Background: an optimization exercise with open tools, aiming at small area, a short achievable clock period and few clock cycles. Do not read the settings as production practice.
In this exercise RTL edits were held to simulation tests only and were not proved equivalent to the original.
No activity file was given, so power comes from the tool's default toggle rates.

==> flow/design.v (outline; a module is shown in full before it is edited, if it fits) <==
// module vs_topk_insert: 43 lines
// module vs_topk_core: 418 lines
// module vs_tree: 865 lines
module vs_topk_core (
    input  logic          clk,
    input  logic          reset_n,
    input  logic          start,
    input  logic          mode,
    input  logic [11:0]   base_addr,
    input  logic [9:0]    vector_count,
    input  logic [7:0]    dim_words,
    output logic          mem_rd_en,
    output logic [11:0]   mem_addr,
    input  logic [63:0]   mem_data,
    output logic          busy,
    output logic          done,
    output logic [2:0]    topk_count,
    output logic [127:0]  topk_score,
    output logic [39:0]   topk_id
);
  // ...
==> flow/flow/run.sh <==
#!/bin/bash
# Layout: the standard ORFS flow with three changes:
#  1. after the standard synthesis, flow/polarity.py removes inverters by
#     choosing the polarity of signals around full adders (self-dual), gates
#     with a complementary twin (and2/nand2, ...) and xor2/xnor2;
#     registers are untouched;
#  2. the port buffers inserted during placement are sky130_fd_sc_hd__buf_1
#     (buffer_ports' own choice is the slower, larger clkdlybuf4s50_1);
#  3. repair_timing is asked for 10.7 ns of setup slack at the 15 ns clock.
set -euo pipefail
WH=$(grep -o 'WORK_HOME=[^ ]*' standard.sh | head -1 | cut -d= -f2)
RES="$WH/results/sky130hd/vs_topk_core/base"
bash standard.sh synth > make_synth.log 2>&1
cp "$RES/1_2_yosys.v" yosys_standard.v
python3 flow/polarity.py yosys_standard.v "$RES/1_2_yosys.v" > polarity.log 2>&1
bash standard.sh do-1_synth > make_synth_odb.log 2>&1
bash standard.sh finish "BUFFER_PORTS_ARGS=-buffer_cell sky130_fd_sc_hd__buf_1" SETUP_SLACK_MARGIN=10.7 > make_finish.log 2>&1
==> flow/flow/polarity.py <==
#!/usr/bin/env python3
"""Inverter minimisation on a mapped sky130 netlist (Yosys write_verilog form).

Chooses the polarity in which each signal is produced, to remove inverters:
  - sky130_fd_sc_hd__fa_1 is self-dual, FA(~a, ~b, ~c) = (~cout, ~sum), so a
    full adder may work on the complements of its input and output signals;
  - a gate with a complementary twin of the same pins and size _1
    (and2/nand2, a21o/a21oi, mux2/mux2i, ...) may produce the complement of
    its output by becoming the twin;
  - xor2/xnor2 take either polarity of each input and give either polarity
    of their output (xor2 <-> xnor2).
All inverters between cells are removed, then one sky130_fd_sc_hd__inv_1 is
added per signal still needed in the polarity it is not produced in. A
greedy search minimises inverter area plus the area of the chosen gates.
Registers, ports and every other cell are kept as they are.

usage: polarity.py IN.v OUT.v
"""
import re, sys

P = "sky130_fd_sc_hd__"
OUTPINS = {"X", "Y", "Q", "Q_N", "SUM", "COUT", "HI", "LO", "GCLK"}
INV_AREA = 3.7536
AREA = {"and2_1": 6.256, "nand2_1": 3.7536, "or2_1": 6.256, "nor2_1": 3.7536,
        "and3_1": 6.256, "nand3_1": 5.0048, "or3_1": 6.256, "nor3_1": 5.0048,
        "and4_1": 8.7584, "nand4_1": 6.256, "or4_1": 7.5072, "nor4_1": 6.256,
        "a21o_1": 7.5072, "a21oi_1": 5.0048, "o21a_1": 7.5072, "o21ai_0": 5.0048,
        "o21ai_1": 5.0048, "a22o_1": 8.7584, "a22oi_1": 7.5072, "a211o_1": 8.7584,
        "a211oi_1": 7.5072, "o211a_1": 10.0096, "o211ai_1": 7.5072, "a31o_1": 8.7584,
        "a31oi_1": 6.256, "o31a_1": 8.7584, "o31ai_1": 7.5072, "mux2_1": 11.2608,
        "mux2i_1": 10.0096, "and2b_1": 7.5072, "nand2b_1": 6.256, "or2b_1": 7.5072,
        "nor2b_1": 6.256, "a21bo_1": 10.0096, "a21boi_0": 7.5072, "o21ba_1": 10.0096,
        "o21bai_1": 7.5072, "and3b_1": 8.7584, "nand3b_1": 7.5072, "or3b_1": 8.7584,
        "nor3b_1": 7.5072, "and4b_1": 10.0096, "nand4b_1": 8.7584, "or4b_1": 10.0096,
        "nor4b_1": 8.7584, "o22a_1": 8.7584, "o22ai_1": 6.256}
PAIRS = [("and2_1", "nand2_1"), ("or2_1", "nor2_1"), ("and3_1", "nand3_1"),
         ("or3_1", "nor3_1"), ("and4_1", "nand4_1"), ("or4_1", "nor4_1"),
         ("a21o_1", "a21oi_1"), ("o21a_1", "o21ai_0"), ("a22o_1", "a22oi_1"),
         ("a211o_1", "a211oi_1"), ("o211a_1", "o211ai_1"), ("a31o_1", "a31oi_1"),
         ("o31a_1", "o31ai_1"), ("mux2_1", "mux2i_1"), ("and2b_1", "nand2b_1"),
         ("or2b_1", "nor2b_1"), ("a21bo_1", "a21boi_0"), ("o21ba_1", "o21bai_1"),
         ("and3b_1", "nand3b_1"), ("or3b_1", "nor3b_1"), ("and4b_1", "nand4b_1"),
         ("or4b_1", "nor4b_1"), ("o22a_1", "o22ai_1")]
TWIN = {}
for a, b in PAIRS:
    TWIN[a] = b
    TWIN[b] = a
TWIN["o21ai_1"] = "o21a_1"
XOR = {"xor2_1": 0, "xnor2_1": 1}
XOUT = {a for a, b in PAIRS} | {"xor2_1"}


def main(src, dst):
    lines = open(src).read().split("\n")
    cells, tmpl, ports = [], [], set()
    inst_start = re.compile(r"^\s*(sky130_fd_sc_hd__\w+)\s+(\S+)\s*\($")
    pin_re = re.compile(r"^\s*\.(\w+)\((.*)\),?$")
    i = 0
    while i < len(lines):
        ln = lines[i]
        m = inst_start.match(ln)
        if m:
            pins = []
            i += 1
            while not lines[i].strip().startswith(");"):
                pm = pin_re.match(lines[i])
                assert pm, lines[i]
                pins.append([pm.group(1), pm.group(2).strip()])
                i += 1
            cells.append({"type": m.group(1)[len(P):], "name": m.group(2), "pins": pins})
            tmpl.append(("CELL", len(cells) - 1))
            i += 1
            continue
        pm = re.match(r"^\s*(input|output|inout)\s+(\[[^\]]*\]\s*)?(\S+);", ln)
        if pm:
            ports.add(pm.group(3))
        if re.match(r"^\s*assign\b", ln):
            raise SystemExit("assign statements not supported")
        tmpl.append(("TXT", ln))
        i += 1

    def is_port(net):
        n = net.split()[0] if net.startswith("\\") else net
        return re.sub(r"\[\d+\]$", "", n) in ports

    drv = {}
    for ci, c in enumerate(cells):
        for p, n in c["pins"]:
            if p in OUTPINS:
                drv[n] = (ci, p)

    def is_inv(c):
        return re.match(r"(clk)?inv_\d+$", c["type"]) is not None

    coll = {ci for ci, c in enumerate(cells)
            if is_inv(c) and not is_port(dict(c["pins"])["Y"])}

    memo = {}
    def base(net):
        if net not in memo:
            d = drv.get(net)
            if d is not None and d[0] in coll:
                L, p = base(dict(cells[d[0]]["pins"])["A"])
                memo[net] = (L, p ^ 1)
            else:
                memo[net] = (net, 0)
        return memo[net]

    # kinds: 0 fixed, 1 full adder, 2 twin gate, 3 xor
    kind = [0] * len(cells)
    for ci, c in enumerate(cells):
        if ci in coll:
            continue
        outs = [n for p, n in c["pins"] if p in OUTPINS]
        if any(is_port(n) for n in outs):
            continue
        if c["type"] == "fa_1":
            kind[ci] = 1
        elif c["type"] in TWIN:
            kind[ci] = 2
        elif c["type"] in XOR:
            kind[ci] = 3
    flip = [0] * len(cells)

    demands = {}
    for ci, c in enumerate(cells):
        if ci in coll:
            continue
        for k, (p, n) in enumerate(c["pins"]):
            if p in OUTPINS or n.startswith("1'b"):
                continue
            L, pr = base(n)
            demands.setdefault(L, []).append((ci, k, pr))
    for n in drv:
        if is_port(n):
            L, pr = base(n)
            demands.setdefault(L, []).append((None, None, pr))

    def avail(L):
        d = drv.get(L)
        return flip[d[0]] if d is not None else 0

    def cost(L):
        av = avail(L)
        for ci, k, pr in demands.get(L, ()):
            if ci is not None and kind[ci] == 3:
                continue
            want = pr ^ (flip[ci] if ci is not None and kind[ci] == 1 else 0)
            if want != av:
                return INV_AREA
        return 0.0

    def gate_area(ci):
        if kind[ci] != 2:
            return 0.0
        t = cells[ci]["type"]
        return AREA[TWIN[t]] if flip[ci] else AREA[t]

    aff = {}
    for ci in range(len(cells)):
        if kind[ci] == 0:
            continue
        s = {n for p, n in cells[ci]["pins"] if p in OUTPINS}
        if kind[ci] == 1:
            s |= {base(n)[0] for p, n in cells[ci]["pins"]
                  if p not in OUTPINS and not n.startswith("1'b")}
        aff[ci] = s

    def total():
        return sum(cost(L) for L in demands) + sum(gate_area(ci) for ci in aff)

    before = total()
    import random
    rng = random.Random(1)
    keys = list(aff)
    def delta(ci):
        s_ = aff[ci]
        c0 = sum(cost(L) for L in s_) + gate_area(ci)
        flip[ci] ^= 1
        c1 = sum(cost(L) for L in s_) + gate_area(ci)
        flip[ci] ^= 1
        return c1 - c0
    cur = before
    best, bestflip = cur, list(flip)
    steps = 2000 * len(keys)
    for it in range(steps):
        temp = 4.0 * (1.0 - it / steps) + 0.01
        ci = rng.choice(keys)
        d = delta(ci)
        if d <= 0 or rng.random() < pow(2.718281828, -d / temp):
            flip[ci] ^= 1
            cur += d
            if cur < best - 1e-9:
                best, bestflip = cur, list(flip)
    flip[:] = bestflip
    for _ in range(30):
        changed = False
        for ci in keys:
            if delta(ci) < -1e-9:
                flip[ci] ^= 1
                changed = True
        if not changed:
            break
    after = total()

    compl = {}
    for L in demands:
        if cost(L):
            compl[L] = f"_pol{len(compl)}_"

    def phys(L, want):
        return L if want == avail(L) else compl[L]

    newpins = {}
    newtype = {}
    for L, ds in demands.items():
        for ci, k, pr in ds:
            if ci is None:
                continue
            if kind[ci] == 3:
                newpins[(ci, k)] = L
            else:
                want = pr ^ (flip[ci] if kind[ci] == 1 else 0)
                newpins[(ci, k)] = phys(L, want)
    for ci in aff:
        c = cells[ci]
        if kind[ci] == 2 and flip[ci]:
            newtype[ci] = TWIN[c["type"]]
        elif kind[ci] == 3:
            par = XOR[c["type"]] ^ flip[ci]
            for k, (p, n) in enumerate(c["pins"]):
                if p in OUTPINS or n.startswith("1'b"):
                    continue
                L, pr = base(n)
                par ^= pr ^ avail(L)
            newtype[ci] = "xnor2_1" if par else "xor2_1"

    def esc(n):
        return n + " " if n.startswith("\\") else n

    out = []
    for kd, v in tmpl:
        if kd == "TXT":
            if v.strip() == "endmodule":
                for L, nn in compl.items():
                    out.append(f"  {P}inv_1 {nn}inv (\n    .A({esc(L)}),\n    .Y({nn})\n  );")
            out.append(v)
            continue
        ci = v
        if ci in coll:
            continue
        c = cells[ci]
        t = newtype.get(ci, c["type"])
        pl = []
        for k, (p, n) in enumerate(c["pins"]):
            if p in ("X", "Y") and ci in newtype:
                p = "X" if t in XOUT else "Y"
            pl.append(f"    .{p}({esc(newpins.get((ci, k), n))})")
        out.append(f"  {P}{t} {c['name']} (\n" + ",\n".join(pl) + "\n  );")
    txt = "\n".join(out)
    k = txt.index("  " + P)
    txt = txt[:k] + "".join(f"  wire {nn};\n" for nn in compl.values()) + txt[k:]
    open(dst, "w").write(txt)
    nfa = sum(1 for ci in aff if kind[ci] == 1 and flip[ci])
    ntw = sum(1 for ci in aff if kind[ci] == 2 and flip[ci])
    print(f"polarity: {len(coll)} inverters -> {len(compl)}; {nfa} full adders complemented, "
          f"{ntw} gates swapped for their twin; area of inverters and twin gates "
          f"{before:.1f} -> {after:.1f} um2")


if __name__ == "__main__":
    main(sys.argv[1], sys.argv[2])
==> flow/standard.sh <==
#!/bin/bash
# synth_recipe.tcl (not shown) runs the flow's synth.tcl, then flattens the netlist and writes it again
# the make line also repeats each setting of config.mk as NAME=value (left out here)
make -C /OpenROAD-flow-scripts/flow DESIGN_CONFIG=/design/flow/config.mk WORK_HOME=/design/flow/orfs CLKGATE_MAP_FILE= SYNTH_SCRIPT=/design/flow/synth_recipe.tcl "${@:-finish}"
==> flow/config.mk <==
export PLATFORM = sky130hd
export DESIGN_NAME = vs_topk_core
export DESIGN_NICKNAME = vs_topk_core
export VERILOG_FILES = /design/flow/design.v
export SDC_FILE = /design/flow/constraint.sdc
export NUM_CORES = 4
export LEC_CHECK = 0
export CAP_MARGIN = 20
export CORE_MARGIN = 2
export CORE_UTILIZATION = 60
export CTS_BUF_LIST = sky130_fd_sc_hd__clkbuf_8
export CTS_CLUSTER_DIAMETER = 100
export CTS_CLUSTER_SIZE = 12
export SLEW_MARGIN = 20
==> flow/constraint.sdc <==
create_clock -name core_clock -period 15.0 [get_ports {clk}]
set_input_delay 3.0000 -clock core_clock [delete_from_list [all_inputs] [get_ports {clk}]]
set_output_delay 3.0000 -clock core_clock [all_outputs]
set_load 0.01 [all_outputs]
==> reports/results.txt, run 1 <==
ClkCell Share: 2.100%
multi-input logic area: 0.01663 mm²
wire per inst: 19.91 µm
setup TNS: 0 ps
Worst Path Buf+Inv: 1
worst vdd ir: 0.2610 mV
R2R setup slack: 10750 ps
Slew Limit Headroom: 31.44%
final instance area: 0.02979 mm²
Placement Setup Slack: 9972 ps
met2 routed WL: 32720 µm
synthesized net count: 3172
Iter 0 DRT Violations: 1505
Worst EP required: 12000 ps
Final Hold Fails: 0
combinational share of power: 70.6%
Mapped Area: 0.02690 mm²
Nets: 3445
Power Sequential: 0.00165 W
Post-CTS Setup Inserts: 6
Worst Hold End: f3_q
Die X: 215.7 µm
commonest non-fill, non-tap cell in the layout: inv_1
status: complete, no violations
number of port buffers: 283
Max Root-Sink Buffers: 3
Final Non-Filler Cells: 3466
max reg flops: 108
Seq/total area: 30.98%
Flop pwr share: 21.6%
FP Rows: 77
Pwr top: combinational cells
crit-path max FO: 7
tap cells: 592
critical path arrival: 1330 ps
placed cell area: 0.02862 mm²
Testbench counts, summed over its fixed seeds: cycles 128,284.
==> module vs_topk_insert, before the edit <==
module vs_topk_insert (
    input  logic               clk,
    input  logic               clr,
    input  logic               ins_valid,
    input  logic signed [26:0] ins_score,
    input  logic [9:0]         ins_id,
    output logic [2:0]         count,
    output logic [127:0]       score_flat,
    output logic [39:0]        id_flat
);
    logic signed [26:0] score_q [4];
    logic [9:0]         id_q    [4];
    logic [2:0]         count_q;
    logic [3:0]         take;
    wire signed [26:0] in_score = clr ? 27'sd0 : ins_score;
    wire [9:0]         in_id    = clr ? 10'd0  : ins_id;
    always_comb
        for (int i = 0; i < 4; i++)
            take[i] = (count_q <= 3'(i)) || (ins_score > score_q[i]);
    always_ff @(posedge clk) begin
        for (int i = 0; i < 4; i++) begin
            if (clr || (ins_valid && take[i])) begin
                if (i > 0 && !clr && take[(i > 0) ? i - 1 : 0]) begin
                    score_q[i] <= score_q[(i > 0) ? i - 1 : 0];
                    id_q[i]    <= id_q[(i > 0) ? i - 1 : 0];
                end else begin
                    score_q[i] <= in_score;
                    id_q[i]    <= in_id;
                end
            end
        end
        if (clr)
            count_q <= 3'd0;
        else if (ins_valid && count_q != 3'd4)
            count_q <= count_q + 3'd1;
    end
    always_comb
        for (int i = 0; i < 4; i++) begin
            score_flat[32*i +: 32] = {{5{score_q[i][26]}}, score_q[i]};
            id_flat[10*i +: 10]    = id_q[i];
        end
    assign count = count_q;
endmodule
==> run 2: changes to the inputs <==
--- a/flow/design.v
+++ b/flow/design.v
@@ -36,17 +36,25 @@
     always_comb
         for (int i = 0; i < 4; i++)
             take[i] = (count_q <= 3'(i)) || (ins_score > score_q[i]);
-    always_ff @(posedge clk) begin
+    logic [3:0] sel_h, sel_s, sel_n;
+    always_comb
         for (int i = 0; i < 4; i++) begin
-            if (clr || (ins_valid && take[i])) begin
-                if (i > 0 && !clr && take[(i > 0) ? i - 1 : 0]) begin
-                    score_q[i] <= score_q[(i > 0) ? i - 1 : 0];
-                    id_q[i]    <= id_q[(i > 0) ? i - 1 : 0];
-                end else begin
-                    score_q[i] <= in_score;
-                    id_q[i]    <= in_id;
-                end
-            end
+            sel_s[i] = (i > 0) && !clr && ins_valid && take[(i > 0) ? i - 1 : 0];
+            sel_n[i] = (clr || (ins_valid && take[i])) && !sel_s[i];
+            sel_h[i] = !(clr || (ins_valid && take[i]));
+        end
+    always_ff @(posedge clk) begin
+        if (!sel_h[0]) begin
+            score_q[0] <= in_score;
+            id_q[0]    <= in_id;
+        end
+        for (int i = 1; i < 4; i++) begin
+            score_q[i] <= ({27{sel_h[i]}} & score_q[i])
+                        | ({27{sel_s[i]}} & score_q[i - 1])
+                        | ({27{sel_n[i]}} & in_score);
+            id_q[i]    <= ({10{sel_h[i]}} & id_q[i])
+                        | ({10{sel_s[i]}} & id_q[i - 1])
+                        | ({10{sel_n[i]}} & in_id);
         end
         if (clr)
             count_q <= 3'd0;
==> run 2 against run 1 <==
Compared with the run above:
- power is 5.4% lower
- maximum frequency is 1.7% higher
- utilization hardly changed
- clock power is 3% lower
- register-to-register slack better by 70 ps
==> reports/results.txt, run 2 <==
status: complete, no violations
CP delay by family, top: flip-flops
CP max-delay cell: edfxtp_1
initial antenna violation count: 1
Worst Path Buf+Inv: 1 (unchanged)
Die X: 213.5 µm (-1.0%)
combinational share of power: 70.1% (-0.5 points)
Iter 0 DRT Violations: 1295 (-14%)
Syn Area/Cell: 9.712 µm²
DR DRC count: 0
CP max stage delay: 470 ps
CTS tree: done
fin util: 67.32%
I/O pins: 284
latest clock arrival within the worst-skew pair: 620 ps
P per Cell Area: 249.7 mW/mm²
worst min path class: register to register
routability cong.: 0.9170
Tot GR Track Use: 30.90%
Max Root-Sink Buffers: 3 (unchanged)
vias: 20476
critical path arrival: 1260 ps (-70 ps)
CP endpoint kind: primary output
final wirelength: 70100 µm
Final Hold Fails: 0 (unchanged)
Detailed Routing Iterations Pass 1: 5
max reg flops: 108 (unchanged)
Least-Margin Pin Slew: 880.1 ps
H-tree levels: 2
FP Rows: 76 (-1.3%)
Die H: 213.5 µm
number of port buffers: 283 (unchanged)
Mapped Area: 0.02634 mm² (-2.1%)
critical path class: register to primary output
CP cell instances: clkbuf_2
Starting Density: 61.01%
TritonCTS buffer count: 36
top flop regs: u_insert.score_q: 108 flops, u_insert.id_q: 40 flops
largest net degree at the start of global routing: 98
wire per inst: 19.63 µm (-1.4%)
share of layout cells above drive strength 1: 7.736%
Final Max Tran Viols: 0
Nets: 3561 (+3.4%)
switching pwr: 0.003416 W
sw frac: 47.07%
commonest non-fill, non-tap cell in the layout: nand2_1
Post-Place Cells: 3492
Final period util: 28.37%
crit path launch type: register
post-layout minimum cycle time: 4256 ps
# setup viols final: 0
Flop pwr share: 21.9% (+0.3 points)
clock skew: 21.44 ps
Root Driver: clkbuf_8
Final Non-Filler Cells: 3571 (+3.0%)
Lkg Pwr: 12.40 nW
Mapped Cells: 2712
Worst EP required: 12000 ps (about the same)
antenna viol nets, final: 0
Die Footprint: 0.04559 mm²
internal cell power: 0.003842 W
yosys warns: 4
synthesized net count: 3306 (+4.2%)
placed wire-length estimate: 54330 µm
Max-Cap Viols: 0
vias per inst: 5.734
most frequent cells in the layout: nand2_1, inv_1, fa_1
ANT cells: 0
setup TNS: 0 ps (unchanged)
RSZ-0062 raised after global routing: yes
Slew Limit Headroom: 41.33% (+9.9 points)
fillers: 3561
Clk pin slew, worst setup/hold paths: 90 ps
crit-path max FO: 7 (unchanged)
Layout area overhead: 10.35%
Clock Power Share: 8.0%
WHS: 333.4 ps
worst vdd ir: 0.2058 mV (-21%)
CTS Hold Bufs: 0
global route overflow: 0
first-pass GRT wire length: 109500 µm
vias in the first global route: 20895
CTS Sinks: 371
fmax: 235.0 MHz
core area: 0.04317 mm²
largest register by flop count: u_insert.score_q
## run 2: final cells by class
class                           instances  area, µm²  share of cell area (%)
Sequential cell                       371       8124                   27.95
Inverter                              323       1303                   4.481
Timing Repair Buffer                  320       1395                   4.800
Tap cell                              585      732.0                   2.518
Clock buffer                           36      495.5                   1.705
Clock inverter                         21      95.09                  0.3272
Multi-Input combinational cell       1915      16920                   58.22
## run 2: through the flow
stage               power (W)  area (µm²)  setup slack (ps)
floorplan            0.005181       26590             10570
global placement     0.006368       28020             10110
detailed placement   0.006513       28020             10000
CTS                  0.007157       28780             10700
global route         0.008017       29060             10630
finish               0.007257       29060             10740
## run 2: path summary, 6_finish.rpt
kind | start | to | slack [ps] | cells after the start
worst max-delay path | u_insert.score_q[0][26] | topk_score[29] | 10740 | 1
worst min-delay path | first_q | f1_q | 330 | 0
worst max register to register | pp_q[29] | r3_q[14] | 10820 | 10
worst min register to register | first_q | f1_q | 330 | 0
## run 2: what timing repair did
item	CTS	global route
pin swaps	1	16
resized for setup	63	68
setup buffers	7	14
setup endpoints to repair	55	74
## run 2: routing by layer
metal	vias to the layer above	track usage [%]	part of all wire [%]
met2	735	54.69	49
met1	10014	38.08	41
met5	-	0	0.019
met3	176	5.097	6.7
met4	2	11.30	3.5
li1	9549	-	-
## run 2: worst register-to-register path, cell delays in order, from the launching register on
cell     delay (ps)
dfxtp_1         630
nand2_1         150
fa_1            540
inv_1            70
fa_1            430
fa_1            460
fa_1            460
fa_1            490
fa_1            510
inv_1            70
mux2_2          260
## run 2: power by group through the flow
stage | sequential, W | combinational [W] | clock [W]
after floorplan | 0.00151 | 0.00367 | 0
after global placement | 0.00160 | 0.00476 | 0
after detailed placement | 0.00161 | 0.00490 | 0
after CTS | 0.00159 | 0.00497 | 0.000598
after global routing | 0.00161 | 0.00577 | 0.000631
final | 0.00159 | 0.00509 | 0.000581
Testbench counts of run 2, summed over its fixed seeds: cycles 128,284.
==> run 3: changes to the inputs <==
--- a/flow/design.v
+++ b/flow/design.v
@@ -35,7 +35,7 @@
     wire [9:0]         in_id    = clr ? 10'd0  : ins_id;
     always_comb
         for (int i = 0; i < 4; i++)
-            take[i] = (count_q <= 3'(i)) || (ins_score > score_q[i]);
+            take[i] = (count_q <= 3'(i)) || (score_q[i] < ins_score);
     logic [3:0] sel_h, sel_s, sel_n;
     always_comb
         for (int i = 0; i < 4; i++) begin
--- a/flow/config.mk
+++ b/flow/config.mk
@@ -10,5 +10,5 @@
 export CORE_UTILIZATION = 60
 export CTS_BUF_LIST = sky130_fd_sc_hd__clkbuf_8
 export CTS_CLUSTER_DIAMETER = 100
-export CTS_CLUSTER_SIZE = 12
+export CTS_CLUSTER_SIZE = 16
 export SLEW_MARGIN = 20
==> run 3 against run 2 <==
Compared with the run above:
- still clean on timing, DRC and antenna
- critical endpoint unchanged
- non-clock buffer count grew 23
- clock-buffer cell count decreased by 8
- global-route usage is 0.67 points higher
- hold slack improved by 3.0 ps
- via count shrank 1.3%
- combinational power about the same
- worst setup slack worse by 110 ps
==> reports/results.txt, run 3 <==
wire per inst: 20.63 µm (+5.1%)
# setup viols final: 0 (unchanged)
Nets: 3424 (-3.8%)
routability cong.: 0.9466 (+3.2%)
Clk pin slew, worst setup/hold paths: 120 ps (+30 ps)
max reg flops: 108 (unchanged)
global route overflow: 0 (unchanged)
antenna viol nets, final: 0 (unchanged)
yosys warns: 4 (unchanged)
Reg2Reg Launch Point: pp_q[3]
CP endpoint kind: primary output
FP Rows: 75 (-1.3%)
Root Driver: clkbuf_8
CTS Sinks: 371 (unchanged)
Worst Hold End: f2_q
post-layout minimum cycle time: 4362 ps (+106.3 ps)
CP delay by family, top: flip-flops
I/O pins: 284 (unchanged)
crit path launch type: register
worst min path class: register to register
R2R depth: 9 (-1)
top flop regs: u_insert.score_q: 108 flops, u_insert.id_q: 40 flops
critical path arrival: 1360 ps (+100 ps)
fin util: 68.01% (+0.69 points)
number of port buffers: 283 (unchanged)
Hold Startpoint: f1_q
CP cell instances: clkbuf_2
commonest non-fill, non-tap cell in the layout: nand2_1
Lkg Pwr: 12.20 nW (-1.6%)
fillers: 3502 (-1.7%)
vias per inst: 5.958 (+3.9%)
Slew Limit Headroom: 28.74% (-13 points)
Final Hold Fails: 0 (unchanged)
H-tree levels: 1 (-1)
crit-path max FO: 7 (unchanged)
fmax: 229.3 MHz (-2.4%)
P per Cell Area: 248.9 mW/mm² (-0.32%)
Die H: 210.9 µm (-1.2%)
Final period util: 29.08% (+0.71 points)
Worst Path Buf+Inv: 1 (unchanged)
vias in the first global route: 20279 (-2.9%)
clock skew: 52.73 ps (+31.29 ps)
Worst EP required: 12000 ps (about the same)
setup TNS: 0 ps (unchanged)
RSZ-0062 raised after global routing: yes
Mapped Cells: 2566 (-5.4%)
status: complete, no violations
share of layout cells above drive strength 1: 11.71% (+4.0 points)
Die Footprint: 0.04449 mm² (-2.4%)
synthesized net count: 3156 (-4.5%)
Least-Margin Pin Slew: 1069 ps (+188.8 ps)
Tot GR Track Use: 31.58% (+0.67 points)
first-pass GRT wire length: 109500 µm (about the same)
Reg2Reg Capture Point: r3_q[13]
Iter 0 DRT Violations: 1639 (+27%)
DR DRC count: 0 (unchanged)
Detailed Routing Iterations Pass 1: 6 (+1)
Max-Cap Viols: 0 (unchanged)
R2R setup slack: 10790 ps (-30 ps)
core area: 0.04213 mm² (-2.4%)
worst vdd ir: 0.2794 mV (+36%)
CTS Hold Bufs: 0 (unchanged)
final wirelength: 69970 µm (-0.19%)
Die X: 210.9 µm (-1.2%)
Max Root-Sink Buffers: 3 (unchanged)
CP max-delay cell: edfxtp_1
Layout area overhead: 11.55%
Syn Area/Cell: 10.01 µm² (+3.1%)
CP max stage delay: 520 ps (+50 ps)
Final Max Tran Viols: 0 (unchanged)
critical path class: register to primary output
Mapped Area: 0.02569 mm² (-2.5%)
vias: 20210 (-1.3%)
CTS tree: done
placed wire-length estimate: 54300 µm (about the same)
hold depth: 0 (unchanged)
TritonCTS buffer count: 27 (-25%)
most frequent cells in the layout: nand2_1, fa_1, buf_1
initial antenna violation count: 1 (unchanged)
latest clock arrival within the worst-skew pair: 670 ps (+50 ps)
largest net degree at the start of global routing: 105 (+7.1%)
Starting Density: 60.97% (about the same)
largest register by flop count: u_insert.score_q
## run 3: power breakdown
| part | switching (W) | internal [W] |
|---|---|---|
| logic | 0.00276 | 0.00232 |
| registers | 0.000224 | 0.00131 |
| clock network | 0.000341 | 0.000176 |
| total | 0.00333 | 0.00381 |
## run 3: area by class of cell
type                            instances  area (µm²)  share of cell area [%]
Inverter                              204       860.8                   3.004
Sequential cell                       371        8205                   28.64
Timing Repair Buffer                  343        1679                   5.860
Clock buffer                           28       385.4                   1.345
Multi-Input combinational cell       1887       16760                   58.49
Antenna cell                            1       2.502                0.008733
Tap cell                              539       674.4                   2.354
Clock inverter                         19       87.58                  0.3056
## run 3: how the worst max path moves through the flow
stage / slack [ps] / to / from / cells after the start
3_3_place_gp: 9970 / pp_q[30] / mem_data[57] / 11
5_1_grt: 10580 / topk_score[29] / u_insert.score_q[0][26] / 1
6_report: 10640 / topk_score[29] / u_insert.score_q[0][26] / 1
4_1_cts: 10610 / topk_score[29] / u_insert.score_q[0][26] / 1
3_5_place_dp: 9890 / pp_q[30] / mem_data[57] / 11
2_1_floorplan: 10530 / pp_q[6] / mem_data[9] / 10
## run 3: what timing repair did
| action | 4_1_cts | 5_1_grt |
|---|---|---|
| endpoints found under the setup margin | 152 | 129 |
| pin swaps | 3 | 13 |
| endpoints found under the hold margin | 0 | 0 |
| resized for setup | 124 | 119 |
| buffers inserted | 22 | 24 |
| gates cloned | 1 | 1 |
## run 3: per-stage QoR
step	setup slack (ps)	instances	hold WS, ps	power (W)	instance area (µm²)
final	10640	3392	336.4	0.007132	28660
after global routing	10580	3391	350.7	0.007921	28650
after CTS	10610	3365	340.4	0.007013	28170
after detailed placement	9895	3295	313.6	0.006417	27300
after global placement	9966	3295	311.9	0.006304	27300
after floorplan	10530	2566	309.6	0.005123	25950
## run 3: layer usage
metal	wire length (µm)	vias to the layer above	GRT usage, %	share of wire (%)
li1	-	9252	-	-
met1	30130	10058	43.89	43
met2	32240	776	50.45	46
met3	5789	122	6.304	8.3
met4	1794	2	9.179	2.6
met5	18	-	0	0.026
Testbench counts of run 3, summed over its fixed seeds: cycles 128,284.
==> run 4: changes to the inputs <==
--- a/flow/config.mk
+++ b/flow/config.mk
@@ -10,5 +10,5 @@
 export CORE_UTILIZATION = 60
 export CTS_BUF_LIST = sky130_fd_sc_hd__clkbuf_8
 export CTS_CLUSTER_DIAMETER = 100
-export CTS_CLUSTER_SIZE = 16
+export CTS_CLUSTER_SIZE = 12
 export SLEW_MARGIN = 20
==> run 4 against run 3 <==
Compared with the run above:
- sequential share of layout area decreased by 0.057 points
- worst setup slack improved by 28 ps
- hold slack got worse by 3.0 ps
- non-clock buffer count decreased by 26
- power increased by 0.15%
- maximum frequency increased by 0.64%
- utilization decreased by 0.48 points
- highest routed layer unchanged
==> reports/results.txt, run 4 <==
status: complete, no violations
first-pass GRT wire length: 109800 µm (+0.26%)
P per Cell Area: 251.0 mW/mm² (+0.86%)
crit path launch type: register
top flop regs: u_insert.score_q: 108 flops, u_insert.id_q: 40 flops
DR DRC count: 0 (unchanged)
vias: 20158 (-0.26%)
setup ws final: 10670 ps (+27.70 ps)
RSZ-0062 raised after global routing: yes
latest clock arrival within the worst-skew pair: 640 ps (-30 ps)
Placement Setup Slack: 9895 ps (unchanged)
Slew Limit Headroom: 28.33% (-0.41 points)
Max-Cap Viols: 0 (unchanged)
CP cell instances: clkbuf_2
CTS tree: done
synthesized net count: 3156 (unchanged)
H-tree levels: 2 (+1)
CP max stage delay: 510 ps (about the same)
R2R setup slack: 10690 ps (-100 ps)
Tot GR Track Use: 31.85% (+0.28 points)
Final Max Tran Viols: 0 (unchanged)
CP delay by family, top: flip-flops
final wirelength: 70250 µm (+0.39%)
commonest non-fill, non-tap cell in the layout: nand2_1
Layout area overhead: 10.76%
R2R depth: 9 (unchanged)
Die X: 210.9 µm (unchanged)
core area: 0.04213 mm² (unchanged)
Syn Area/Cell: 10.01 µm² (unchanged)
clock skew: 46.71 ps (-6.020 ps)
Worst Hold End: f2_q
number of port buffers: 283 (unchanged)
WHS: 333.4 ps (-2.997 ps)
crit-path max FO: 7 (unchanged)
vias in the first global route: 20257 (-0.11%)
Die Footprint: 0.04449 mm² (unchanged)
Die H: 210.9 µm (unchanged)
Worst EP required: 12000 ps (about the same)
Final Hold Fails: 0 (unchanged)
routability cong.: 0.9466 (unchanged)
Root Driver: clkbuf_8
Starting Density: 60.97% (unchanged)
Mapped Area: 0.02569 mm² (unchanged)
post-layout minimum cycle time: 4334 ps (-27.70 ps)
Reg2Reg Launch Point: pp_p[6]
max reg flops: 108 (unchanged)
Max Root-Sink Buffers: 3 (unchanged)
TritonCTS buffer count: 37 (+37%)
yosys warns: 4 (unchanged)
CTS Sinks: 371 (unchanged)
Detailed Routing Iterations Pass 1: 6 (unchanged)
CP max-delay cell: edfxtp_1
CTS Hold Bufs: 0 (unchanged)
antenna viol nets, final: 0 (unchanged)
vias per inst: 5.962 (about the same)
Iter 0 DRT Violations: 1691 (+3.2%)
# setup viols final: 0 (unchanged)
global route overflow: 0 (unchanged)
largest register by flop count: u_insert.score_q
setup TNS: 0 ps (unchanged)
fmax: 230.7 MHz (+0.64%)
hold depth: 0 (unchanged)
Clk pin slew, worst setup/hold paths: 100 ps (-20 ps)
I/O pins: 284 (unchanged)
Reg2Reg Capture Point: r3_q[13]
Least-Margin Pin Slew: 1075 ps (+6.218 ps)
FP Rows: 75 (unchanged)
critical path arrival: 1330 ps (-30 ps)
Lkg Pwr: 12.02 nW (-1.5%)
share of layout cells above drive strength 1: 8.413% (-3.3 points)
Final period util: 28.90% (-0.18 points)
critical path class: register to primary output
placed wire-length estimate: 54300 µm (unchanged)
Worst Path Buf+Inv: 1 (unchanged)
Mapped Cells: 2566 (unchanged)
CP endpoint kind: primary output
Hold Startpoint: f1_q
worst vdd ir: 0.2735 mV (-2.1%)
worst min path class: register to register
initial antenna violation count: 2 (+1)
largest net degree at the start of global routing: 105 (unchanged)
Nets: 3408 (-0.47%)
most frequent cells in the layout: nand2_1, fa_1, buf_1
wire per inst: 20.78 µm (+0.72%)
[run 4: cell types whose count changed in the layout (fill, tap and decap cells not counted), sizes merged]
cell	change
buf	-19
clkbuf	+4
inv	+5
clkinvlp	-1
[run 4: cell type report]
| class | instances | area (µm²) |
|---|---|---|
| well taps | 539 | 674.4 |
| flip-flops and latches | 371 | 8132 |
| inverters | 204 | 860.8 |
| diodes | 1 | 2.502 |
| repair buffers | 317 | 1414 |
| clock inverters | 23 | 97.59 |
| clock buffers | 39 | 536.8 |
| fillers | 3489 | 13680 |
| multi-input cells | 1887 | 16740 |
[run 4: repair_timing]
action                                 in CTS  in global routing
cloned                                      1                  1
setup endpoints to repair                  90                100
gates resized for setup                    71                 70
endpoints found under the hold margin       0                  0
setup buffers                               2                 18
pin swaps                                   4                 12
[run 4: where the power goes]
group          switching [W]  leakage [nW]  internal [W]
sequential          0.000230          3.17       0.00131
combinational        0.00272          8.45       0.00227
clock               0.000365         0.400      0.000242
[run 4: metal layers]
layer / share of wire [%] / vias up / global-route usage, %
met4: 2.8 / 2 / 9.616
li1: - / 9225 / -
met3: 9.3 / 154 / 7.419
met5: 0.026 / - / 0
met1: 42 / 9934 / 43.98
met2: 46 / 843 / 50.26
[run 4: worst reg2reg max path, cell delays in order, from the launching register on]
cell and delay (ps):
dfxtp_2 480, nand2_1 120, fa_1 490, fa_1 430, fa_1 610, fa_1 470, fa_1 410, fa_1 420
fa_1 530, mux2_2 270
[run 4: worst max-delay path by stage]
stage / from / to / slack (ps) / cells after the start
2_1_floorplan: mem_data[9] / pp_q[6] / 10530 / 10
3_3_place_gp: mem_data[57] / pp_q[30] / 9970 / 11
3_5_place_dp: mem_data[57] / pp_q[30] / 9890 / 11
4_1_cts: u_insert.score_q[0][26] / topk_score[29] / 10660 / 1
5_1_grt: pp_p[12] / r3_q[13] / 10590 / 9
6_report: u_insert.score_q[0][26] / topk_score[29] / 10670 / 1
[run 4: metrics by stage]
step	utilization (%)	area, µm²	instances	total power (W)
floorplan	-	25950	2566	0.005123
global placement	64.80	27300	3295	0.006304
detailed placement	64.80	27300	3295	0.006417
CTS	66.75	28120	3360	0.007102
global route	67.53	28450	3381	0.007943
finish	67.53	28450	3381	0.007143
==> run 5: changes to the inputs <==
--- a/flow/flow/run.sh
+++ b/flow/flow/run.sh
@@ -6,7 +6,7 @@
 #     registers are untouched;
 #  2. the port buffers inserted during placement are sky130_fd_sc_hd__buf_1
 #     (buffer_ports' own choice is the slower, larger clkdlybuf4s50_1);
-#  3. repair_timing is asked for 10.7 ns of setup slack at the 15 ns clock.
+#  3. repair_timing is asked for 10.5 ns of setup slack at the 15 ns clock.
 set -euo pipefail
 WH=$(grep -o 'WORK_HOME=[^ ]*' standard.sh | head -1 | cut -d= -f2)
 RES="$WH/results/sky130hd/vs_topk_core/base"
@@ -14,4 +14,4 @@
 cp "$RES/1_2_yosys.v" yosys_standard.v
 python3 flow/polarity.py yosys_standard.v "$RES/1_2_yosys.v" > polarity.log 2>&1
 bash standard.sh do-1_synth > make_synth_odb.log 2>&1
-bash standard.sh finish "BUFFER_PORTS_ARGS=-buffer_cell sky130_fd_sc_hd__buf_1" SETUP_SLACK_MARGIN=10.7 > make_finish.log 2>&1
+bash standard.sh finish "BUFFER_PORTS_ARGS=-buffer_cell sky130_fd_sc_hd__buf_1" SETUP_SLACK_MARGIN=10.5 > make_finish.log 2>&1
==> run 5 against run 4 <==
Compared with the run above:
- routed wire length fell by 1.3%
- flip-flop and latch count did not move
- first-iteration DRC count rose by 6.4%
- final area fell by 1.8%
- global-route usage rose by 0.20 points
- non-clock buffer count fell by 19
- clock skew rose by 17 ps
- maximum frequency fell by 0.64%
- critical path depth rose by 8
- clock power rose by 0.7%
- hold slack got worse by 2.6 ps
- largest cell class unchanged
- highest routed layer is now met4
==> reports/results.txt, run 5 <==
P per Cell Area: 254.6 mW/mm² (+1.4%)
top flop regs: u_insert.score_q: 108 flops, u_insert.id_q: 40 flops
TritonCTS buffer count: 37 (unchanged)
CTS Sinks: 371 (unchanged)
post-layout minimum cycle time: 4362 ps (+28.10 ps)
Iter 0 DRT Violations: 1800 (+6.4%)
Tot GR Track Use: 32.05% (+0.20 points)
routability cong.: 0.9833 (+3.9%)
Die H: 210.9 µm (unchanged)
antenna viol nets, final: 0 (unchanged)
wire per inst: 20.64 µm (-0.64%)
initial antenna violation count: 0 (-2)
Flop pwr share: 21.7% (about the same)
H-tree levels: 2 (unchanged)
internal cell power: 0.003795 W (-0.76%)
CTS tree: done
I/O pins: 284 (unchanged)
Max Root-Sink Buffers: 3 (unchanged)
crit path launch type: register
switching pwr: 0.003317 W (about the same)
fmax: 229.2 MHz (-0.64%)
status: complete, no violations
setup TNS: 0 ps (unchanged)
clock skew: 63.23 ps (+16.52 ps)
Layout area overhead: 8.728%
Final Hold Fails: 0 (unchanged)
most frequent cells in the layout: nand2_1, fa_1, dfxtp_1
placed wire-length estimate: 54580 µm (+0.52%)
Clock Power Share: 8.6% (about the same)
Root Driver: clkbuf_8
CP delay by family, top: adder cells
latest clock arrival within the worst-skew pair: 640 ps (about the same)
final wirelength: 69360 µm (-1.3%)
Mapped Area: 0.02569 mm² (unchanged)
core area: 0.04213 mm² (unchanged)
number of port buffers: 283 (unchanged)
largest register by flop count: u_insert.score_q
WHS: 330.8 ps (-2.584 ps)
Die Footprint: 0.04449 mm² (unchanged)
crit path from: pp_q[3]
Syn Area/Cell: 10.01 µm² (unchanged)
largest net degree at the start of global routing: 105 (unchanged)
yosys warns: 4 (unchanged)
Slew Limit Headroom: 24.67% (-3.7 points)
synthesized net count: 3156 (unchanged)
most used cell, CP: fa_1
Final Max Tran Viols: 0 (unchanged)
combinational share of power: 69.7% (-0.2 points)
Detailed Routing Iterations Pass 1: 6 (unchanged)
vias per inst: 5.936 (-0.44%)
Mapped Cells: 2566 (unchanged)
FP Rows: 75 (unchanged)
R2R setup slack: 10640 ps (-50 ps)
commonest non-fill, non-tap cell in the layout: nand2_1
Nets: 3388 (-0.59%)
Die X: 210.9 µm (unchanged)
Reg2Reg Capture Point: r3_q[13]
critical path class: register to register
crit-path max FO: 8 (+1)
# setup viols final: 0 (unchanged)
CP endpoint kind: register
global route overflow: 0 (unchanged)
Final period util: 29.08% (+0.19 points)
Reg2Reg Launch Point: pp_q[3]
CP max-delay cell: fa_1
critical path arrival: 4850 ps (+3520 ps)
Least-Margin Pin Slew: 1130 ps (+54.91 ps)
Clk pin slew, worst setup/hold paths: 80 ps (-20 ps)
Worst EP required: 15490 ps (+3490 ps)
hold depth: 0 (unchanged)
worst vdd ir: 0.2463 mV (-10%)
Starting Density: 60.97% (unchanged)
first-pass GRT wire length: 111300 µm (+1.4%)
CP max stage delay: 560 ps (+50 ps)
Hold Startpoint: f1_q
worst min path class: register to register
crit path to: r3_q[13]
vias in the first global route: 20428 (+0.84%)
Lkg Pwr: 11.79 nW (-2.0%)
share of layout cells above drive strength 1: 4.929% (-3.5 points)
R2R depth: 9 (unchanged)
sw frac: 46.64% (+0.17 points)
CP Depth: 9 (+8)
Post-Place Cells: 3296 (+0.030%)
Final Non-Filler Cells: 3360 (-0.62%)
CP cell instances: nand2_1 > fa_1 > fa_1 > fa_1 > fa_1 > fa_1 > fa_1 > fa_1 > mux2_2
max reg flops: 108 (unchanged)
Max-Cap Viols: 0 (unchanged)
RSZ-0062 raised after global routing: yes
Worst Path Buf+Inv: 0 (-1)
Post-CTS Setup Inserts: 0 (-2)
vias: 19944 (-1.1%)
DR DRC count: 0 (unchanged)
CTS Hold Bufs: 0 (unchanged)
==> run 5: cell count changes in the layout (fill, tap and decap cells not counted), sizes merged <==
cell / change
clkinv: +2
a311o: -1
bufbuf: -1
clkbuf: -17
clkinvlp: +1
inv: -5
==> run 5: worst min-delay path by stage <==
stage | endpoint | slack (ps)
final | f2_q | 330
after global routing | f3_q | 340
after CTS | f2_q | 330
after detailed placement | f2_q | 310
after global placement | f1_q | 310
after floorplan | f1_q | 310
==> run 5: timing repair <==
item                                    CTS  global route
gates resized for setup                  10            40
endpoints found under the setup margin    4            57
cloned                                    0             1
pin swaps                                 0             1
==> run 5: final cells by class <==
class,count,area (µm²)
clock buffer,40,550.5
sequential,371,8050
timing repair buffer,298,1225
clock inverter,21,101.3
tap,539,674.4
inverter,204,775.7
multi-input combinational,1886,16550
fill,3481,14200
antenna,1,2.502
==> run 5: per-layer routing <==
layer / GRT usage (%) / routed length (µm)
met5: 0 / 0
met4: 9.981 / 1990
met3: 6.839 / 5968
met2: 50.26 / 31240
met1: 44.82 / 30160
==> run 5: power groups by stage <==
stage                     combinational (W)  clock (W)  sequential [W]
after floorplan                     0.00365          0         0.00147
after global placement              0.00477          0         0.00155
after detailed placement            0.00488          0         0.00156
after CTS                           0.00493   0.000627         0.00153
after global routing                0.00570   0.000664         0.00157
final                               0.00496   0.000611         0.00154
==> run 5: per-stage QoR <==
stage,total power [W],util [%],area [µm²],setup slack (ps)
floorplan,0.005119,-,25760,10510
global placement,0.006326,64.36,27120,10090
detailed placement,0.006439,64.36,27120,10010
CTS,0.007095,65.96,27790,10480
global route,0.007928,66.28,27930,10450
finish,0.007112,66.29,27930,10640
==> run 6: changes to the inputs <==
--- a/flow/design.v
+++ b/flow/design.v
@@ -35,7 +35,7 @@
     wire [9:0]         in_id    = clr ? 10'd0  : ins_id;
     always_comb
         for (int i = 0; i < 4; i++)
-            take[i] = (count_q <= 3'(i)) || (score_q[i] < ins_score);
+            take[i] = (count_q <= 3'(i)) || (ins_score > score_q[i]);
     logic [3:0] sel_h, sel_s, sel_n;
     always_comb
         for (int i = 0; i < 4; i++) begin
--- a/flow/flow/run.sh
+++ b/flow/flow/run.sh
@@ -6,7 +6,7 @@
 #     registers are untouched;
 #  2. the port buffers inserted during placement are sky130_fd_sc_hd__buf_1
 #     (buffer_ports' own choice is the slower, larger clkdlybuf4s50_1);
-#  3. repair_timing is asked for 10.5 ns of setup slack at the 15 ns clock.
+#  3. repair_timing is asked for 10.6 ns of setup slack at the 15 ns clock.
 set -euo pipefail
 WH=$(grep -o 'WORK_HOME=[^ ]*' standard.sh | head -1 | cut -d= -f2)
 RES="$WH/results/sky130hd/vs_topk_core/base"
@@ -14,4 +14,4 @@
 cp "$RES/1_2_yosys.v" yosys_standard.v
 python3 flow/polarity.py yosys_standard.v "$RES/1_2_yosys.v" > polarity.log 2>&1
 bash standard.sh do-1_synth > make_synth_odb.log 2>&1
-bash standard.sh finish "BUFFER_PORTS_ARGS=-buffer_cell sky130_fd_sc_hd__buf_1" SETUP_SLACK_MARGIN=10.5 > make_finish.log 2>&1
+bash standard.sh finish "BUFFER_PORTS_ARGS=-buffer_cell sky130_fd_sc_hd__buf_1" SETUP_SLACK_MARGIN=10.6 > make_finish.log 2>&1
==> run 6 against run 5 <==
Compared with the run above:
- routed wire length barely moved
- flip-flop and latch count stayed put
- still clean
- synthesized cell count up 5.7%
- first-iteration DRC count is 16% lower
- clock skew shrank 19 ps
- combinational power down 0.8%
- hold slack worse by 0.84 ps
- non-clock buffer count rose by 4
- cell count increased by 5.8%
- power decreased by 0.23%
- global-route usage fell by 1.1 points
- critical path type is now register to primary output
- largest power group unchanged
- clock-buffer cell count is 4 lower
==> reports/results.txt, run 6 <==
combinational share of power: 69.4% (-0.3 points)
Lkg Pwr: 12.27 nW (+4.0%)
critical path class: register to primary output
switching pwr: 0.003332 W (+0.47%)
status: complete, no violations
max reg flops: 108 (unchanged)
initial antenna violation count: 0 (unchanged)
largest register by flop count: u_insert.score_q
Max-Cap Viols: 0 (unchanged)
Flop pwr share: 22.5% (+0.8 points)
CP cell instances: buf_1
fmax: 231.5 MHz (+1.0%)
post-layout minimum cycle time: 4319 ps (-43.60 ps)
core area: 0.04317 mm² (+2.5%)
Starting Density: 61.01% (about the same)
Mapped Area: 0.02634 mm² (+2.5%)
vias in the first global route: 20639 (+1.0%)
critical path arrival: 1320 ps (-3530 ps)
crit path launch type: register
internal cell power: 0.003763 W (-0.84%)
Syn Area/Cell: 9.712 µm² (-3.0%)
Slew Limit Headroom: 36.90% (+12 points)
largest net degree at the start of global routing: 102 (-2.9%)
ANT cells: 0 (-1)
Final period util: 28.79% (-0.29 points)
CP max stage delay: 500 ps (-60 ps)
final wirelength: 69330 µm (about the same)
CP delay by family, top: flip-flops
worst min path class: register to register
vias: 20373 (+2.2%)
Die X: 213.5 µm (+1.2%)
Nets: 3543 (+4.6%)
yosys warns: 4 (unchanged)
synthesized net count: 3306 (+4.8%)
Detailed Routing Iterations Pass 1: 6 (unchanged)
Least-Margin Pin Slew: 946.5 ps (-183.5 ps)
Root Driver: clkbuf_8
CP endpoint kind: primary output
DR DRC count: 0 (unchanged)
commonest non-fill, non-tap cell in the layout: nand2_1
share of layout cells above drive strength 1: 5.488% (+0.56 points)
antenna viol nets, final: 0 (unchanged)
worst vdd ir: 0.1713 mV (-30%)
Die H: 213.5 µm (+1.2%)
wire per inst: 19.50 µm (-5.5%)
Worst Path Buf+Inv: 1 (+1)
WHS: 330.0 ps (-0.8440 ps)
Iter 0 DRT Violations: 1511 (-16%)
TritonCTS buffer count: 36 (-2.7%)
vias per inst: 5.731 (-3.5%)
Worst EP required: 12000 ps (-3490 ps)
Die Footprint: 0.04559 mm² (+2.5%)
CTS tree: done
RSZ-0062 raised after global routing: yes
Layout area overhead: 9.249%
max layer used: met4
CTS Hold Bufs: 0 (unchanged)
WL met3: 4659 µm (-22%)
latest clock arrival within the worst-skew pair: 630 ps (about the same)
setup TNS: 0 ps (unchanged)
CTS Sinks: 371 (unchanged)
sw frac: 46.97% (+0.33 points)
P per Cell Area: 246.6 mW/mm² (-3.2%)
clock skew: 44.03 ps (-19.20 ps)
Max Root-Sink Buffers: 3 (unchanged)
number of port buffers: 283 (unchanged)
met1 wire length: 28630 µm (-5.1%)
Final Hold Fails: 0 (unchanged)
Clk pin slew, worst setup/hold paths: 90 ps (about the same)
FP Rows: 76 (+1.3%)
most frequent cells in the layout: nand2_1, inv_1, fa_1
routability cong.: 0.9391 (-4.5%)
# setup viols final: 0 (unchanged)
I/O pins: 284 (unchanged)
Final Max Tran Viols: 0 (unchanged)
H-tree levels: 2 (unchanged)
Clock Power Share: 8.1% (-0.5 points)
first-pass GRT wire length: 109400 µm (-1.7%)
Tot GR Track Use: 30.92% (-1.1 points)
placed wire-length estimate: 53740 µm (-1.5%)
crit-path max FO: 4 (-4)
Mapped Cells: 2712 (+5.7%)
global route overflow: 0 (unchanged)
top flop regs: u_insert.score_q: 108 flops, u_insert.id_q: 40 flops
CP max-delay cell: dfxtp_1
met2 routed WL: 33390 µm (+6.9%)
## run 6: per-stage QoR
stage | setup WS [ps] | cell area [µm²] | utilization, % | instances | total power (W)
final | 10680 | 28770 | 66.65 | 3555 | 0.007095
after detailed placement | 9634 | 28010 | 64.89 | 3491 | 0.006509
after CTS | 10610 | 28670 | 66.41 | 3550 | 0.007108
after floorplan | 10570 | 26590 | - | 2712 | 0.005181
after global routing | 10550 | 28770 | 66.65 | 3555 | 0.007875
after global placement | 9748 | 28010 | 64.89 | 3491 | 0.006331
## run 6: power by group through the flow
stage	combinational [W]	sequential, W	clock (W)
5_1_grt	0.00562	0.00162	0.000631
6_report	0.00492	0.00160	0.000576
3_5_place_dp	0.00489	0.00162	0
3_3_place_gp	0.00472	0.00161	0
2_1_floorplan	0.00367	0.00151	0
4_1_cts	0.00492	0.00159	0.000595
## run 6: what timing repair did
action / CTS / global route
setup buffers: 0 / 5
endpoints found under the setup margin: 47 / 55
pin swaps: 0 / 1
resized for setup: 38 / 23
## run 6: worst paths after layout
check	startpoint	end	slack [ps]	depth (start not counted)
setup reg to reg	pp_q[3]	r3_q[13]	10690	11
hold reg to reg	first_q	f1_q	330	0
hold / removal	first_q	f1_q	330	0
setup / recovery	u_insert.score_q[1][11]	topk_score[43]	10680	1
## run 6: final cells by class
| class | count | area, µm² |
|---|---|---|
| tap | 585 | 732.0 |
| sequential | 371 | 8061 |
| clock buffer | 36 | 495.5 |
| clock inverter | 23 | 102.6 |
| fill | 3603 | 14400 |
| inverter | 323 | 1303 |
| multi-input combinational | 1915 | 16860 |
| timing repair buffer | 302 | 1217 |
## run 6: worst reg2reg max path, cell delays in order (launching register included)
cell	delay (ps)
dfxtp_2	450
nand2_1	110
fa_1	460
fa_1	400
inv_1	110
fa_1	480
fa_1	460
fa_1	420
fa_1	440
fa_1	550
inv_1	70
mux2_2	260
## run 6: layer usage
metal / GRT usage (%) / vias to the layer above
met5: 0 / -
met4: 11.90 / 0
met2: 53.02 / 734
met1: 38.69 / 9959
li1: - / 9508
met3: 6.078 / 172
Testbench counts of run 6, summed over its fixed seeds: cycles 128,284.
==> run 7: changes to the inputs <==
--- a/flow/flow/run.sh
+++ b/flow/flow/run.sh
@@ -6,7 +6,7 @@
 #     registers are untouched;
 #  2. the port buffers inserted during placement are sky130_fd_sc_hd__buf_1
 #     (buffer_ports' own choice is the slower, larger clkdlybuf4s50_1);
-#  3. repair_timing is asked for 10.6 ns of setup slack at the 15 ns clock.
+#  3. repair_timing is asked for 10.8 ns of setup slack at the 15 ns clock.
 set -euo pipefail
 WH=$(grep -o 'WORK_HOME=[^ ]*' standard.sh | head -1 | cut -d= -f2)
 RES="$WH/results/sky130hd/vs_topk_core/base"
@@ -14,4 +14,4 @@
 cp "$RES/1_2_yosys.v" yosys_standard.v
 python3 flow/polarity.py yosys_standard.v "$RES/1_2_yosys.v" > polarity.log 2>&1
 bash standard.sh do-1_synth > make_synth_odb.log 2>&1
-bash standard.sh finish "BUFFER_PORTS_ARGS=-buffer_cell sky130_fd_sc_hd__buf_1" SETUP_SLACK_MARGIN=10.6 > make_finish.log 2>&1
+bash standard.sh finish "BUFFER_PORTS_ARGS=-buffer_cell sky130_fd_sc_hd__buf_1" SETUP_SLACK_MARGIN=10.8 > make_finish.log 2>&1
==> run 7 against run 6 <==
Compared with the run above:
- die area unchanged
- still clean on timing, DRC and antenna
- worst setup slack improved by 68 ps
- synthesized area unchanged
- first-iteration DRC count decreased by 8.9%
==> reports/results.txt, run 7 <==
first-pass GRT wire length: 112300 µm (+2.7%)
CP max-delay cell: edfxtp_1
latest clock arrival within the worst-skew pair: 630 ps (about the same)
CTS Hold Bufs: 0 (unchanged)
Final Max Tran Viols: 0 (unchanged)
Die X: 213.5 µm (unchanged)
top flop regs: u_insert.score_q: 108 flops, u_insert.id_q: 40 flops
# setup viols final: 0 (unchanged)
setup TNS: 0 ps (unchanged)
Worst Path Buf+Inv: 1 (unchanged)
CP max stage delay: 470 ps (-30 ps)
Final period util: 28.34% (-0.46 points)
core area: 0.04317 mm² (unchanged)
FP Rows: 76 (unchanged)
routability cong.: 0.9405 (+0.15%)
Post-Place Cells: 3491 (unchanged)
Mapped Cells: 2712 (unchanged)
most frequent cells in the layout: nand2_1, inv_1, fa_1
placed cell area: 0.02801 mm² (unchanged)
Die Footprint: 0.04559 mm² (unchanged)
Final Non-Filler Cells: 3632 (+2.2%)
Tot GR Track Use: 31.89% (+0.97 points)
Root Driver: clkbuf_8
worst min path class: register to register
final instance area: 0.03009 mm² (+4.6%)
Lkg Pwr: 13.24 nW (+8.0%)
vias: 20873 (+2.5%)
critical path class: register to primary output
TritonCTS buffer count: 36 (unchanged)
RSZ-0062 raised after global routing: yes
Starting Density: 61.01% (unchanged)
CTS Sinks: 371 (unchanged)
vias in the first global route: 21359 (+3.5%)
Tot Pwr: 0.007454 W (+5.1%)
Syn Area/Cell: 9.712 µm² (unchanged)
Clk pin slew, worst setup/hold paths: 80 ps (about the same)
status: complete, no violations
placed wire-length estimate: 54650 µm (+1.7%)
wire per inst: 19.91 µm (+2.1%)
ANT cells: 0 (unchanged)
worst vdd ir: 0.1796 mV (+4.8%)
CP endpoint kind: primary output
CP cell instances: buf_1
Layout area overhead: 14.26%
Max-Cap Viols: 0 (unchanged)
CP delay by family, top: flip-flops
Slew Limit Headroom: 32.51% (-4.4 points)
Least-Margin Pin Slew: 1006 ps (+59.68 ps)
synthesized net count: 3306 (unchanged)
CTS tree: done
H-tree levels: 2 (unchanged)
Die H: 213.5 µm (unchanged)
critical path arrival: 1250 ps (-70 ps)
number of port buffers: 283 (unchanged)
Worst EP required: 12000 ps (about the same)
Detailed Routing Iterations Pass 1: 5 (-1)
fillers: 3423 (-5.0%)
antenna viol nets, final: 0 (unchanged)
commonest non-fill, non-tap cell in the layout: nand2_1
share of layout cells above drive strength 1: 18.28% (+13 points)
Nets: 3619 (+2.1%)
yosys warns: 4 (unchanged)
DR DRC count: 0 (unchanged)
initial antenna violation count: 0 (unchanged)
vias per inst: 5.747 (+0.28%)
final wirelength: 72320 µm (+4.3%)
global route overflow: 0 (unchanged)
crit path launch type: register
P per Cell Area: 247.7 mW/mm² (+0.45%)
post-layout minimum cycle time: 4251 ps (-68.30 ps)
Iter 0 DRT Violations: 1376 (-8.9%)
I/O pins: 284 (unchanged)
clock skew: 23.30 ps (-20.73 ps)
crit-path max FO: 7 (+3)
max reg flops: 108 (unchanged)
largest register by flop count: u_insert.score_q
fmax: 235.3 MHz (+1.6%)
Mapped Area: 0.02634 mm² (unchanged)
Max Root-Sink Buffers: 3 (unchanged)
Final Hold Fails: 0 (unchanged)
largest net degree at the start of global routing: 106 (+3.9%)
run 7: repair_timing:
| action | in CTS | in global routing |
|---|---|---|
| gates cloned | 0 | 1 |
| endpoints found under the setup margin | 209 | 193 |
| pin swaps | 7 | 50 |
| resized for setup | 231 | 225 |
| setup buffers | 40 | 40 |
run 7: layout make-up:
cell class	count	area [µm²]	area share [%]
multi-input combinational	1915	17060	56.70
clock buffer	36	495.5	1.646
sequential	371	8307	27.60
timing repair buffer	378	2088	6.939
tap	585	732.0	2.432
inverter	323	1303	4.328
clock inverter	24	106.4	0.3534
run 7: path summary, 6_finish.rpt:
check | startpoint | endpoint | slack, ps | depth (start not counted)
worst min register to register | f2_q | f3_q | 340 | 0
worst max-delay path | u_insert.score_q[0][26] | topk_score[27] | 10750 | 1
worst max register to register | pp_q[14] | r3_q[10] | 10880 | 11
worst min-delay path | f2_q | f3_q | 340 | 0
run 7: worst reg2reg max path: cells and delay by family (launching register included):
kind / cells / cell delay, ps
DFF: 1 / 420
buffers and inverters: 1 / 110
adders and majority gates: 7 / 3220
and+or+nand+nor: 2 / 150
AOI/OAI and AO/OA: 1 / 130
run 7: power breakdown:
part           internal (W)  switching [W]  total [W]
combinational       0.00242        0.00285    0.00527
sequential          0.00132       0.000279    0.00160
clock              0.000226       0.000363   0.000590
total               0.00396        0.00349    0.00745
run 7: through the flow:
step           utilization, %  hold slack, ps  setup slack, ps
2_1_floorplan               -           309.6            10570
3_3_place_gp            64.89           311.4            10080
3_5_place_dp            64.89           315.0             9993
4_1_cts                 67.89           346.0            10690
5_1_grt                 69.71           347.4            10670
6_report                69.71           342.0            10750
run 7: routing by layer:
metal | global-route usage [%] | part of all wire, %
met1 | 39.32 | 40
met2 | 55.60 | 49
met3 | 4.672 | 5.8
met4 | 14.44 | 4.6
met5 | 0 | 0

## what the ideal ports hide
In the flow no input, the clock included, has a driving cell. The finished layouts below were timed again as built, in two steps. Step 1 (the two cells are an assumption about what drives the block):
set clk [get_ports {clk}]
set_driving_cell -lib_cell sky130_fd_sc_hd__clkbuf_16 $clk
set_driving_cell -lib_cell sky130_fd_sc_hd__buf_2 [delete_from_list [all_inputs] $clk]
Step 2 adds t to the input delays and takes it off the output delays; t is the mean of the earliest and latest rising clock arrival at the registers after step 1. Input paths then give back, and output paths get back, about the clock's delay inside the block. a / b / c = ideal / step 1 / step 2; a / b = the first two.
run	shift t [ns]	slack for setup (ns)	hold slack, ns	clock arrival spread, ns
run 1	0.671	10.672 / 10.614 / 10.129	0.330 / 0.330 / 0.330	0.033 / 0.033
run 2	0.668	10.744 / 10.688 / 10.118	0.333 / 0.333 / 0.333	0.024 / 0.024
run 3	0.694	10.638 / 10.584 / 10.131	0.336 / 0.336 / 0.336	0.058 / 0.058
run 4	0.671	10.666 / 10.611 / 10.133	0.333 / 0.333 / 0.333	0.048 / 0.048
run 5	0.665	10.638 / 10.598 / 10.016	0.331 / 0.331 / 0.331	0.064 / 0.063
run 6	0.668	10.681 / 10.621 / 10.052	0.330 / 0.330 / 0.330	0.044 / 0.044
run 7	0.680	10.749 / 10.692 / 10.195	0.342 / 0.342 / 0.342	0.026 / 0.026
After both steps every run listed still meets setup and hold. The setup slack of run 6, which loses most, moves by -0.060 ns with the drivers and by -0.629 ns with both steps.
